Context: an optimization exercise on an open-source flow, tuned for small area. The choices shown serve that exercise and are no tape-out recipe.
Only simulation tests tie the RTL to the original design; equivalence was not proved.

the reference run:
==> flow/design.v <==
module bp_oai22 (
  input  logic a1, a2, b1, b2,
  output logic y
);
  assign y = ~((a1 | a2) & (b1 | b2));
endmodule
module bp_aoi222 (
  input  logic a1, a2, b1, b2, c1, c2,
  output logic y
);
  assign y = ~((a1 & a2) | (b1 & b2) | (c1 & c2));
endmodule
module bp_rd16 (
  input  logic [15:0] sel,
  input  logic [15:0] d,
  output logic        y
);
  logic [5:0] t;
  for (genvar g = 0; g < 5; g++) begin : g_aoi
    bp_aoi222 u_aoi (
      .a1(sel[3*g]),   .a2(d[3*g]),
      .b1(sel[3*g+1]), .b2(d[3*g+1]),
      .c1(sel[3*g+2]), .c2(d[3*g+2]),
      .y(t[g])
    );
  end
  assign t[5] = ~(sel[15] & d[15]);
  assign y = ~&t;
endmodule
module bp_dec16 (
  input  logic [3:0]  a,
  output logic [15:0] y
);
  for (genvar i = 0; i < 16; i++) begin : g_y
    assign y[i] = (a == 4'(i));
  end
endmodule
module bp_eq26 (
  input  logic [25:0] a,
  input  logic [25:0] b,
  output logic        eq
);
  assign eq = ~|(a ^ b);
endmodule
module bp_eqp26 (
  input  logic [25:0] a,
  input  logic [25:0] b,
  input  logic        p,
  output logic        eq
);
  logic [25:0] x;
  assign x  = a ^ b;
  assign eq = p ? &x : ~|x;
endmodule
module branch_predictor (
  input  logic        clk,
  input  logic        reset,
  input  logic [31:0] pc,
  output logic        pred_taken,
  output logic [31:0] pred_pc,
  input  logic        upd_en,
  input  logic [31:0] upd_pc,
  input  logic        upd_taken,
  input  logic [31:0] upd_target,
  input  logic        upd_mispredict,
  output logic [31:0] hit_cnt,
  output logic [31:0] mispred_cnt
);
  localparam int DEPTH = 16;
  localparam int EW = 59;
  logic [DEPTH-1:0] r_valid;
  logic [DEPTH-1:0] r_tk;       
  logic [EW-1:0]    r_ent   [DEPTH];
  logic [EW-1:0]    w_ent_d [DEPTH];
  logic             r_ph;
  logic [31:0] r_hit_cnt;
  logic [31:0] r_mispred_cnt;
  logic [DEPTH-1:0] w_rsel, w_usel;
  logic             w_rtk, w_uvalid, w_utk;
  logic [EW-1:0]    w_rent, w_uent;
  logic             w_req, w_ueq, w_uhit;
  logic [1:0]       w_ucnt, w_ucnt_next;
  logic [EW-1:0]    w_wdata;
  assign hit_cnt     = r_hit_cnt;
  assign mispred_cnt = r_mispred_cnt;
  bp_dec16 u_rdec (.a(pc[5:2]),     .y(w_rsel));
  bp_dec16 u_udec (.a(upd_pc[5:2]), .y(w_usel));
  logic [DEPTH-1:0] w_col [EW];
  for (genvar b = 0; b < EW; b++) begin : g_col
    for (genvar i = 0; i < DEPTH; i++) begin : g_row
      assign w_col[b][i] = r_ent[i][b];
    end
    if (b < 58) begin : g_rd
      bp_rd16 u_rd (.sel(w_rsel), .d(w_col[b]), .y(w_rent[b]));
    end else begin : g_nord
      assign w_rent[b] = 1'b0;
    end
    if (b < 26 || b == 58) begin : g_ud
      bp_rd16 u_ud (.sel(w_usel), .d(w_col[b]), .y(w_uent[b]));
    end else begin : g_noud
      assign w_uent[b] = 1'b0;
    end
  end
  bp_rd16 u_rd_tk (.sel(w_rsel), .d(r_tk),    .y(w_rtk));
  bp_rd16 u_ud_tk (.sel(w_usel), .d(r_tk),    .y(w_utk));
  bp_rd16 u_ud_v  (.sel(w_usel), .d(r_valid), .y(w_uvalid));
  assign w_wdata = {w_ucnt_next[0], upd_target, upd_pc[31:6]} ^ {EW{r_ph}};
  bp_eqp26 u_req (.a(w_rent[25:0]), .b(pc[31:6]), .p(r_ph), .eq(w_req));
  bp_eq26 u_ueq (.a(w_uent[25:0]), .b(w_wdata[25:0]), .eq(w_ueq));
  assign w_uhit     = w_uvalid & w_ueq;
  assign w_ucnt     = {w_utk, w_uent[58] ^ r_ph};
  assign pred_taken = w_rtk & w_req;
  assign pred_pc    = pred_taken ? w_rent[57:26] ^ {32{r_ph}}
                                 : {pc[31:2] + 30'd1, pc[1:0]};
  always_comb begin
    if (!w_uhit)        w_ucnt_next = 2'd2;
    else if (upd_taken) w_ucnt_next = (w_ucnt == 2'd3) ? 2'd3 : w_ucnt + 2'd1;
    else                w_ucnt_next = (w_ucnt == 2'd0) ? 2'd0 : w_ucnt - 2'd1;
  end
  wire w_upd   = upd_en & ~reset;
  wire w_alloc = w_upd & upd_taken;
  wire w_cwr   = w_upd & (upd_taken | w_uhit);
  for (genvar i = 0; i < DEPTH; i++) begin : g_wr
    wire we  = w_alloc & w_usel[i];
    wire cwe = w_cwr & w_usel[i];
    for (genvar b = 0; b < EW; b++) begin : g_bit
      if (b < 58) begin : g_tt
        bp_oai22 u_hold (.a1(~we), .a2(w_wdata[b]), .b1(we), .b2(r_ent[i][b]),
                         .y(w_ent_d[i][b]));
      end else begin : g_cn
        bp_oai22 u_hold (.a1(~cwe), .a2(w_wdata[b]), .b1(cwe), .b2(r_ent[i][b]),
                         .y(w_ent_d[i][b]));
      end
    end
  end
  always_ff @(posedge clk) begin
    r_ph <= ~r_ph & ~reset;
    for (int i = 0; i < DEPTH; i++) begin
      r_ent[i] <= w_ent_d[i];
      if (reset) begin
        r_valid[i] <= 1'b0;
        r_tk[i]    <= 1'b0;
      end else begin
        if (w_alloc & w_usel[i]) r_valid[i] <= 1'b1;
        if (w_cwr & w_usel[i])   r_tk[i]    <= w_ucnt_next[1];
      end
    end
  end
  always_ff @(posedge clk) begin
    if (reset) begin
      r_hit_cnt     <= '0;
      r_mispred_cnt <= '0;
    end else if (upd_en) begin
      if (w_uhit)         r_hit_cnt     <= r_hit_cnt + 32'd1;
      if (upd_mispredict) r_mispred_cnt <= r_mispred_cnt + 32'd1;
    end
  end
endmodule
==> flow/config.mk <==
export PLATFORM = sky130hd
export DESIGN_NAME = branch_predictor
export DESIGN_NICKNAME = branch_predictor
export VERILOG_FILES = /design/flow/design.v
export SDC_FILE = /design/flow/constraint.sdc
export NUM_CORES = 4
export LEC_CHECK = 0
export CAP_MARGIN = 20
export CORE_MARGIN = 2
export CORE_UTILIZATION = 40
export SETUP_SLACK_MARGIN = 0.2
export SLEW_MARGIN = 20
export SYNTH_HIERARCHICAL = 1
==> flow/constraint.sdc <==
create_clock -name core_clock -period 7.0 [get_ports {clk}]
set_input_delay 1.4000 -clock core_clock [delete_from_list [all_inputs] [get_ports {clk}]]
set_output_delay 1.4000 -clock core_clock [all_outputs]
set_load 0.01 [all_outputs]
standard.sh (not shown) runs the stock make flow with config.mk's settings and CLKGATE_MAP_FILE= SYNTH_SCRIPT=/design/flow/synth_recipe.tcl, a recipe that flattens the netlist after the stock synthesis.
==> flow/flow/run.sh <==
#!/bin/bash
set -euo pipefail
cd "$(dirname "$0")/.."
export BUFFER_PORTS_ARGS="-buffer_cell sky130_fd_sc_hd__buf_1"
export CTS_ARGS="-sink_clustering_enable -repair_clock_nets -sink_clustering_size 26 -sink_clustering_max_diameter 70 -dont_use_dummy_load"
bash standard.sh > standard_flow.log 2>&1
#### Input delta (the trial run over the reference run)
--- a/flow/design.v
+++ b/flow/design.v
@@ -43,14 +43,4 @@
   assign eq = ~|(a ^ b);
 endmodule
-module bp_eqp26 (
-  input  logic [25:0] a,
-  input  logic [25:0] b,
-  input  logic        p,
-  output logic        eq
-);
-  logic [25:0] x;
-  assign x  = a ^ b;
-  assign eq = p ? &x : ~|x;
-endmodule
 module branch_predictor (
   input  logic        clk,
@@ -82,4 +72,5 @@
   logic [1:0]       w_ucnt, w_ucnt_next;
   logic [EW-1:0]    w_wdata;
+  logic [25:0]      w_rtag_x;
   assign hit_cnt     = r_hit_cnt;
   assign mispred_cnt = r_mispred_cnt;
@@ -106,5 +97,6 @@
   bp_rd16 u_ud_v  (.sel(w_usel), .d(r_valid), .y(w_uvalid));
   assign w_wdata = {w_ucnt_next[0], upd_target, upd_pc[31:6]} ^ {EW{r_ph}};
-  bp_eqp26 u_req (.a(w_rent[25:0]), .b(pc[31:6]), .p(r_ph), .eq(w_req));
+  assign w_rtag_x = pc[31:6] ^ {26{r_ph}};
+  bp_eq26 u_req (.a(w_rent[25:0]), .b(w_rtag_x),     .eq(w_req));
   bp_eq26 u_ueq (.a(w_uent[25:0]), .b(w_wdata[25:0]), .eq(w_ueq));
   assign w_uhit     = w_uvalid & w_ueq;
==> run notes <==
Delta (the trial run minus the reference run): adder-cell area share of the yosys netlist saw little to no change, routed wire length per instance saw an increase, post-placement worst setup slack saw a decrease, delay of the slowest cell on the worst path saw an increase.
| sum of routed wire length over all layers | the trial run vs the reference run | about 0.32% higher |

what the ideal ports hide:
In the flow no input, the clock included, has a driving cell. The finished layouts below were timed again as built, in two steps.
Step 1 assumes that a clkbuf_16 drives the clock port and a buf_2 every other input.
Step 2, shift: input delay + t, output delay - t, t = (earliest + latest rising clock arrival at the registers) / 2. This alone moves slack from input paths to output paths.
Slacks: ideal / step 1 / step 2; pairs: ideal / step 1.
| run | shift t [ns] | setup slack, ns | clock arrival spread, ns | worst register clock-pin slew, ns | pins driven straight from the clock port |
|---|---|---|---|---|---|
| the reference run | 0.720 | 0.245 / 0.221 / 0.221 | 0.101 / 0.100 | 0.11 / 0.11 | 1 |
| the trial run | 0.720 | 0.304 / 0.282 / 0.057 | 0.128 / 0.129 | 0.11 / 0.11 | 1 |
After both steps every run listed still meets setup and hold. The setup slack of the trial run, which loses most, moves by -0.022 ns with the drivers and by -0.247 ns with both steps.
